Context: an optimization exercise on an open-source flow, tuned for a short achievable clock period and few clock cycles per item. The choices shown serve that exercise and are no tape-out recipe. Only the layout flow was run in this run; the RTL was not checked for function there. No activity file was given, so power comes from the tool's default toggle rates.

$ cat flow/design.v
`timescale 1ns/100ps
package dcache_pkg;
   localparam int WORD_W     = 32;
   localparam int SETS       = 8;
   localparam int WAYS       = 2;
   localparam int BLK_WORDS  = 2;
   localparam int BYTE_OFF_W = 2;
   localparam int IDX_W      = $clog2(SETS);
   localparam int TAG_W      = WORD_W - IDX_W - $clog2(BLK_WORDS) - BYTE_OFF_W;
   typedef logic [WORD_W-1:0] word_t;
   typedef logic [TAG_W-1:0]  tag_t;
   typedef logic [IDX_W-1:0]  idx_t;
   localparam word_t HIT_COUNT_ADDR = 32'h3100;
   typedef enum logic [3:0]
   {
      IDLE,
      WB1,      
      WB2,      
      FILL1,    
      FILL2,    
      FLUSH1,
      FLUSH2,
      COUNT,    
      DONE
   } dstate_t;
endpackage
`timescale 1ns/100ps
`timescale 1ns/100ps
`timescale 1ns/100ps
`timescale 1ns/100ps
module dcache (
   input  logic              CLK,
   input  logic              nRST,
   input  logic              dmem_ren,
   input  logic              dmem_wen,
   input  logic              halt,
   input  dcache_pkg::word_t dmem_addr,
   input  dcache_pkg::word_t dmem_store,
   input  logic              mem_wait,
   input  dcache_pkg::word_t mem_load,
   output logic              dhit,
   output logic              flushed,
   output logic              mem_ren,
   output logic              mem_wen,
   output dcache_pkg::word_t dmem_load,
   output dcache_pkg::word_t mem_addr,
   output dcache_pkg::word_t mem_store
);
   localparam int TW = dcache_pkg::TAG_W;
   typedef enum logic [2:0]
   {
      S_LOOK,     
      S_RESP,     
      S_MWAIT,    
      S_RD1,      
      S_RD2,      
      S_FLUSH,    
      S_CNT,      
      S_DONE
   } st_t;
   st_t state;
   logic [31:0]   d0 [16];
   logic [31:0]   d1 [16];
   logic [TW-1:0] t0 [8];
   logic [TW-1:0] t1 [8];
   logic [7:0]    v0, v1;
   logic [7:0]    lru;             
   logic [15:0]   dt0, dt1;        
   logic [TW-1:0] r_tag;
   logic [2:0]    r_set;
   logic          r_off;
   logic          r_wr;
   logic          r_hit;
   logic          r_way;
   logic [31:0]   r_store;
   logic          cp_pend;         
   logic [1:0]    wb_v;
   logic [TW-1:0] wb_tag;
   logic [2:0]    wb_set;
   logic [31:0]   wb_d [2];
   logic [31:0]   hit_cnt;
   logic          dhit_q, flushed_q, mem_ren_q, mem_wen_q;
   logic [31:0]   dmem_load_q, mem_addr_q, mem_store_q;
   assign dhit      = dhit_q;
   assign flushed   = flushed_q;
   assign mem_ren   = mem_ren_q;
   assign mem_wen   = mem_wen_q;
   assign dmem_load = dmem_load_q;
   assign mem_addr  = mem_addr_q;
   assign mem_store = mem_store_q;
   logic [TW-1:0] a_tag;
   logic [2:0]    a_set;
   logic          a_off;
   logic [3:0]    a_w;
   logic          req;
   logic [7:0]    m0, m1;
   logic          hit0, hit1, hit;
   logic          vict;
   logic [31:0]   rd0, rd1;
   assign a_tag = dmem_addr[31:6];
   assign a_set = dmem_addr[5:3];
   assign a_off = dmem_addr[2];
   assign a_w   = {a_set, a_off};
   assign req   = dmem_ren | dmem_wen;
   always_comb
   begin
      for (int s = 0; s < 8; s++)
      begin
         m0[s] = v0[s] & (t0[s] == a_tag);
         m1[s] = v1[s] & (t1[s] == a_tag);
      end
      hit0 = m0[a_set];
      hit1 = m1[a_set];
      hit  = hit0 | hit1;
      vict = !v0[a_set] ? 1'b0 : !v1[a_set] ? 1'b1 : lru[a_set];
      rd0  = d0[a_w];
      rd1  = d1[a_w];
   end
   logic port_busy, port_done, port_free;
   assign port_busy = mem_ren_q | mem_wen_q;
   assign port_done = port_busy & !mem_wait;
   assign port_free = !port_busy | !mem_wait;    
   logic wb_sel;
   logic wb_go;
   assign wb_sel = !wb_v[0];
   assign wb_go  = port_free && wb_v != 2'b00 && !(state == S_RD1 && !r_wr);
   logic [31:0] dall;
   logic [4:0]  fl_k;
   logic        fl_any;
   assign dall = {dt1, dt0};
   always_comb
   begin
      fl_k = '0;
      for (int k = 31; k >= 0; k--)
      begin
         if (dall[k])
         begin
            fl_k = 5'(k);
         end
      end
      fl_any = |dall;
   end
   logic [31:0] fl_data;
   logic [TW-1:0] fl_tag;
   assign fl_data = fl_k[4] ? d1[fl_k[3:0]] : d0[fl_k[3:0]];
   assign fl_tag  = fl_k[4] ? t1[fl_k[3:1]] : t0[fl_k[3:1]];
   logic [1:0]    vc_dirty;
   logic [TW-1:0] vc_tag;
   logic [31:0]   vc_d0, vc_d1;
   always_comb
   begin
      if (r_way)
      begin
         vc_dirty = {dt1[{r_set, 1'b1}], dt1[{r_set, 1'b0}]} & {2{v1[r_set]}};
         vc_tag   = t1[r_set];
         vc_d0    = d1[{r_set, 1'b0}];
         vc_d1    = d1[{r_set, 1'b1}];
      end
      else
      begin
         vc_dirty = {dt0[{r_set, 1'b1}], dt0[{r_set, 1'b0}]} & {2{v0[r_set]}};
         vc_tag   = t0[r_set];
         vc_d0    = d0[{r_set, 1'b0}];
         vc_d1    = d0[{r_set, 1'b1}];
      end
   end
   always_ff @(posedge CLK, negedge nRST)
   begin
      if (!nRST)
      begin
         state     <= S_LOOK;
         v0        <= '0;
         v1        <= '0;
         lru       <= '0;
         dt0       <= '0;
         dt1       <= '0;
         wb_v      <= '0;
         cp_pend   <= 1'b0;
         hit_cnt   <= '0;
         dhit_q    <= 1'b0;
         flushed_q <= 1'b0;
         mem_ren_q <= 1'b0;
         mem_wen_q <= 1'b0;
      end
      else
      begin
         dhit_q <= 1'b0;
         if (port_done)
         begin
            mem_ren_q <= 1'b0;
            mem_wen_q <= 1'b0;
         end
         if (wb_go)
         begin
            mem_wen_q      <= 1'b1;
            wb_v[wb_sel]   <= 1'b0;
         end
         case (state)
            S_LOOK:
            begin
               if (halt)
               begin
                  state <= S_FLUSH;
               end
               else if (req)
               begin
                  if (hit)
                  begin
                     state  <= S_RESP;
                     dhit_q <= 1'b1;
                  end
                  else if (port_free && wb_v == 2'b00)
                  begin
                     state     <= S_RD1;
                     cp_pend   <= 1'b1;
                     mem_ren_q <= 1'b1;
                  end
                  else
                  begin
                     state <= S_MWAIT;
                  end
               end
            end
            S_MWAIT:
            begin
               if (port_free && wb_v == 2'b00)
               begin
                  state     <= S_RD1;
                  cp_pend   <= 1'b1;
                  mem_ren_q <= 1'b1;
               end
            end
            S_RD1:
            begin
               if (cp_pend)
               begin
                  cp_pend <= 1'b0;
                  wb_v    <= vc_dirty;
                  if (r_way)
                  begin
                     dt1[{r_set, 1'b0}] <= 1'b0;
                     dt1[{r_set, 1'b1}] <= 1'b0;
                  end
                  else
                  begin
                     dt0[{r_set, 1'b0}] <= 1'b0;
                     dt0[{r_set, 1'b1}] <= 1'b0;
                  end
               end
               if (!mem_wait)
               begin
                  if (r_wr)
                  begin
                     state  <= S_RESP;
                     dhit_q <= 1'b1;
                  end
                  else
                  begin
                     state     <= S_RD2;
                     mem_ren_q <= 1'b1;
                  end
               end
            end
            S_RD2:
            begin
               if (!mem_wait)
               begin
                  state  <= S_RESP;
                  dhit_q <= 1'b1;
               end
            end
            S_RESP:
            begin
               state    <= S_LOOK;
               lru[r_set] <= ~r_way;
               if (r_hit)
               begin
                  hit_cnt <= hit_cnt + 32'd1;
               end
               else if (r_way)
               begin
                  v1[r_set] <= 1'b1;
               end
               else
               begin
                  v0[r_set] <= 1'b1;
               end
               if (r_wr)
               begin
                  if (r_way)
                  begin
                     dt1[{r_set, r_off}] <= 1'b1;
                  end
                  else
                  begin
                     dt0[{r_set, r_off}] <= 1'b1;
                  end
               end
            end
            S_FLUSH:
            begin
               if (port_free && wb_v == 2'b00)
               begin
                  mem_wen_q <= 1'b1;
                  if (fl_any)
                  begin
                     if (fl_k[4])
                     begin
                        dt1[fl_k[3:0]] <= 1'b0;
                     end
                     else
                     begin
                        dt0[fl_k[3:0]] <= 1'b0;
                     end
                  end
                  else
                  begin
                     state <= S_CNT;
                  end
               end
            end
            S_CNT:
            begin
               if (!mem_wait)
               begin
                  state     <= S_DONE;
                  flushed_q <= 1'b1;
               end
            end
            S_DONE:
            begin
               flushed_q <= 1'b1;
            end
            default:
            begin
               state <= S_LOOK;
            end
         endcase
      end
   end
   always_ff @(posedge CLK)
   begin
      if (state == S_LOOK)
      begin
         r_tag       <= a_tag;
         r_set       <= a_set;
         r_off       <= a_off;
         r_wr        <= dmem_wen;
         r_hit       <= hit;
         r_way       <= hit ? hit1 : vict;
         r_store     <= dmem_store;
         dmem_load_q <= hit1 ? rd1 : rd0;
      end
      if (port_free)
      begin
         if (wb_go)
         begin
            mem_addr_q  <= {wb_tag, wb_set, wb_sel, 2'b00};
            mem_store_q <= wb_d[wb_sel];
         end
         else if (state == S_LOOK)
         begin
            mem_addr_q <= {a_tag, a_set, ~a_off, 2'b00};
         end
         else if (state == S_MWAIT)
         begin
            mem_addr_q <= {r_tag, r_set, ~r_off, 2'b00};
         end
         else if (state == S_RD1)
         begin
            mem_addr_q <= {r_tag, r_set, r_off, 2'b00};
         end
         else if (state == S_FLUSH)
         begin
            if (fl_any)
            begin
               mem_addr_q  <= {fl_tag, fl_k[3:1], fl_k[0], 2'b00};
               mem_store_q <= fl_data;
            end
            else
            begin
               mem_addr_q  <= dcache_pkg::HIT_COUNT_ADDR;
               mem_store_q <= hit_cnt;
            end
         end
      end
      if (state == S_RD1 && cp_pend)
      begin
         wb_tag   <= vc_tag;
         wb_set   <= r_set;
         wb_d[0]  <= vc_d0;
         wb_d[1]  <= vc_d1;
      end
      if (state == S_RD1 && !mem_wait)
      begin
         if (r_way)
         begin
            d1[{r_set, ~r_off}] <= mem_load;
         end
         else
         begin
            d0[{r_set, ~r_off}] <= mem_load;
         end
      end
      if (state == S_RD2 && !mem_wait)
      begin
         dmem_load_q <= mem_load;
         if (r_way)
         begin
            d1[{r_set, r_off}] <= mem_load;
         end
         else
         begin
            d0[{r_set, r_off}] <= mem_load;
         end
      end
      if (state == S_RESP && r_wr)
      begin
         if (r_way)
         begin
            d1[{r_set, r_off}] <= r_store;
         end
         else
         begin
            d0[{r_set, r_off}] <= r_store;
         end
      end
      if (state == S_RESP && !r_hit)
      begin
         if (r_way)
         begin
            t1[r_set] <= r_tag;
         end
         else
         begin
            t0[r_set] <= r_tag;
         end
      end
   end
endmodule
$ cat flow/run.sh
#!/bin/bash
# synth_recipe.tcl (not shown) runs the flow's synth.tcl, then flattens the netlist and writes it again
# the make line also repeats each setting of config.mk as NAME=value (left out here)
make -C /OpenROAD-flow-scripts/flow DESIGN_CONFIG=/design/flow/config.mk WORK_HOME=/design/flow/orfs CLKGATE_MAP_FILE= SYNTH_SCRIPT=/design/flow/synth_recipe.tcl finish
$ cat flow/config.mk
export PLATFORM = sky130hd
export DESIGN_NAME = dcache
export DESIGN_NICKNAME = dcache
export VERILOG_FILES = /design/flow/design.v
export SDC_FILE = /design/flow/constraint.sdc
export NUM_CORES = 4
export LEC_CHECK = 0
export ABC_CLOCK_PERIOD_IN_PS = 3000
export CAP_MARGIN = 20
export CORE_MARGIN = 2
export CORE_UTILIZATION = 40
export SETUP_SLACK_MARGIN = 5
export SLEW_MARGIN = 20
$ cat flow/constraint.sdc
create_clock -name core_clock -period 10.5 [get_ports {CLK}]
set_input_delay 2.1000 -clock core_clock [delete_from_list [all_inputs] [get_ports {CLK}]]
set_output_delay 2.1000 -clock core_clock [all_outputs]
set_load 0.01 [all_outputs]
==> run summary <==
logic make-up after synthesis:
logic type | Yosys count | synth area share
compound gates | 1136 | 0.0818
flops | 1793 | 0.552
fa+ha+maj | 12 | 0.00156
simple gates | 1831 | 0.0868
other cells | 1 | 0.0000388
mux | 1037 | 0.210
xor+xnor | 455 | 0.0413
buf+inv | 623 | 0.0263
area by class of cell:
cell class	instances	area (um^2)
multi-input cells	4475	41400
diodes	12	30.0
clock inverters	128	1470
inverters	25	119
well taps	3185	3990
flip-flops and latches	1793	53300
clock buffers	238	5150
fillers	20916	131000
repair buffers	408	3800
registers in the layout (all words and copies together) (netlist names), 30 cells and up, named ones only:
signal and count:
d0 512, d1 512, dmem_load_q 32, hit_cnt 32
mem_addr_q 30, mem_store_q 32, r_store 32, t0 208
t1 208, wb_d 64
metal layers:
metal	global-route usage	vias to the layer above
met1	0.431	36761
li1	-	27703
met4	0.170	18
met5	0	-
met2	0.474	6609
met3	0.100	1315
synth_stat cells, drive strengths merged, types with 7 or more instances:
cell type	n	area share
a2111oi	13	0.0012
a211oi	222	0.017
a21o	8	0.00062
a21oi	117	0.0061
a221o	11	0.0011
a221oi	15	0.0014
a22oi	16	0.0012
a311oi	112	0.010
a31oi	134	0.0087
a32o	10	0.0010
a32oi	8	0.00073
and3	204	0.013
buf	237	0.011
clkbuf	361	0.014
dfrtp	98	0.025
edfxtp	1692	0.53
ha	12	0.0016
inv	22	0.00086
mux2	85	0.0099
mux2i	171	0.018
mux4	781	0.18
nand2	927	0.036
nand2b	15	0.00097
nand3	217	0.011
nand3b	8	0.00062
nand4	55	0.0036
nor2	183	0.0073
nor2b	10	0.00065
nor3	71	0.0037
nor4	88	0.0057
o211ai	17	0.0013
o21ai	243	0.013
o21bai	13	0.0010
o221a	12	0.0014
o221ai	14	0.0013
o22ai	41	0.0027
o31a	30	0.0027
o31ai	24	0.0021
o41ai	9	0.00082
or2	7	0.00045
or3	19	0.0012
or4	16	0.0012
xnor2	178	0.016
xor2	277	0.025
path summary, 6_finish.rpt:
check,endpoint,startpoint,cells after the start,slack (ns)
max,mem_store_q[10],mem_wait,8,4.87
min in group asynchronous,lru[6],nRST,1,1.25
min,hit_cnt[31],hit_cnt[31],1,0.49
min reg2reg,hit_cnt[31],hit_cnt[31],1,0.49
max reg2reg,mem_store_q[18],dt1[9],11,5.01
max in group asynchronous,hit_cnt[20],nRST,2,7.85
power by group:
part	switching [mW]	internal [mW]	total, mW
clock	3.11	4.13	7.24
sequential	0.764	8.99	9.76
combinational	5.03	3.26	8.29
total	8.90	16.4	25.3
repair_timing:
action / in CTS / in global routing
cloned: 1 / 1
pin swaps: 2 / 2
endpoints found under the setup margin: 56 / 228
setup buffers: 5 / 7
gates resized for setup: 20 / 13
per-stage QoR:
step / power [mW] / cell area [um^2] / util
after floorplan: 14.6 / 96500 / -
after global routing: 25.9 / 109000 / 0.455
final: 25.3 / 109000 / 0.455
after global placement: 17.9 / 102000 / 0.425
after detailed placement: 17.9 / 102000 / 0.425
after CTS: 25.1 / 109000 / 0.454
==> qor.csv <==
metric;value;unit
fin crit period;5.63;ns
1st-pass router iterations;7;
PD cells;231;mW/mm^2
DP Cell Count;9869;
Core Region;0.240;mm^2
clock buffers created by TritonCTS;197;
DR vias/cell;7.05;
H-Tree Depth;4;
Final nets;7014;
Final Setup Violations;0;
met3 WL post-DR;59400;um
slowest cell on the critical path;a2111oi_0;
antenna violations before repair;27;
fin. max-slew vios;0;
post-synthesis async set-or-reset flop share;0.0547;
worst hold margin;0.488;ns
Rows;180;
Fin. Hold Viols;0;
die span in y;495;um
DP Wirelength;244000;um
CP Buf/Inv Count;1;
CTS root buffer;clkbuf_16;
worst path cell trace;clkdlybuf4s50_1, o21ai_0, o21ai_0, or2_4, nand2_1, a2111oi_0, o21ai_1, o221a_2;
Hold WC Path Type;reg -> reg;
number of synthesized register bits;1793;
I/O Buffers;197;
total grt overflow;0;
Skew-Pair Late Insertion Delay;0.90;ns
critical path class;in -> reg;
Least-Margin Pin Slew;1.24;ns
max cap viols;0;
total global-route track usage;0.323;
drt wl/cell;39.6;um
first-pass GRT wire length;553000;um
synthesized area per cell;14.0;um^2
worst setup margin;4.87;ns
Mapped Area;0.0965;mm^2
fmax;178;MHz
vias in the first global route;68355;
CTS tree;done;
CP top delay family;compound AO/OA/AOI/OAI gates;
setup_tns;0;ns
status;timing/DRC/antenna clean;
First DRT Iteration DRCs;13407;
Routed Antenna Nets;0;
max incr delay on CP;0.92;ns
commonest non-fill, non-tap cell in the layout;edfxtp_1;
Arr. time, crit path;6.24;ns
unrepaired setup endpoints after global routing;no;
drt drc;0;
post-synthesis cell type count;87;
most frequently used flop master after synthesis;edfxtp_1;
clock transition at the registers of the reported paths;0.06;ns
Syn-to-layout area delta;13.2;%
Non-Filler Instances;10264;
sequential element share of the synthesized area;0.552;
fin crit share;0.536;
Worst setup EP type;flop;
Yosys warnings;2;
metal2 WL;175000;um
Max IR drop VDD;0.304;mV
Slew Limit Headroom;0.173;
vias;72406;
die area;0.245;mm^2
most frequent cells in the layout;edfxtp_1 (1,692), nand2_1 (919), mux4_2 (781);
drt total wl;406000;um
Post-synth EDFFs;1692;
worst slack, placed;3.39;ns
largest net degree at the start of global routing;162;
post-synthesis cell count;6888;
met1 WL;146000;um
clock sinks;1793;
clock skew;0.0780;ns
max layer used;met5;
# IOs;202;
leakage power;35.0;nW
hold_buf cts;0;
DIE WIDTH;495;um
most used cell, CP;o21ai_0;
layout cell share with drive strength beyond 1;0.213;
Clock Tree Buf Depth;3;
Crit Path Max Fanout;24;
Startpoint Class;input port;
initial core utilization;0.402;
Final Wtd Congestion;0.990;
Worst Path Required;11.11;ns

afterwards: timing with drivers on the ports:
Ports are ideal in the flow. The routed layout listed here was re-timed in OpenROAD. Step 1 (the two cells are an assumption about what drives the block):
set clk [get_ports {CLK}]
set_driving_cell -lib_cell sky130_fd_sc_hd__clkbuf_16 $clk
set_driving_cell -lib_cell sky130_fd_sc_hd__buf_2 [delete_from_list [all_inputs] $clk]
Step 2 also shifts input and output timing later by t, the mid clock arrival at the registers, as if the neighbouring blocks saw the same clock. Three values: no drivers, after step 1, after step 2; two values: the first two.
shift t [ns]: 0.960
setup slack, ns: 4.873 / 4.888 / 3.928
hold WS [ns]: 0.488 / 0.488 / 0.488
slew at the worst register clock pin (ns): 0.07 / 0.07
worst slew at a driven data input, ns: 0.20
After both steps setup and hold are still met in this run. The setup slack of this run moves by +0.015 ns with the drivers and by -0.945 ns with both steps.
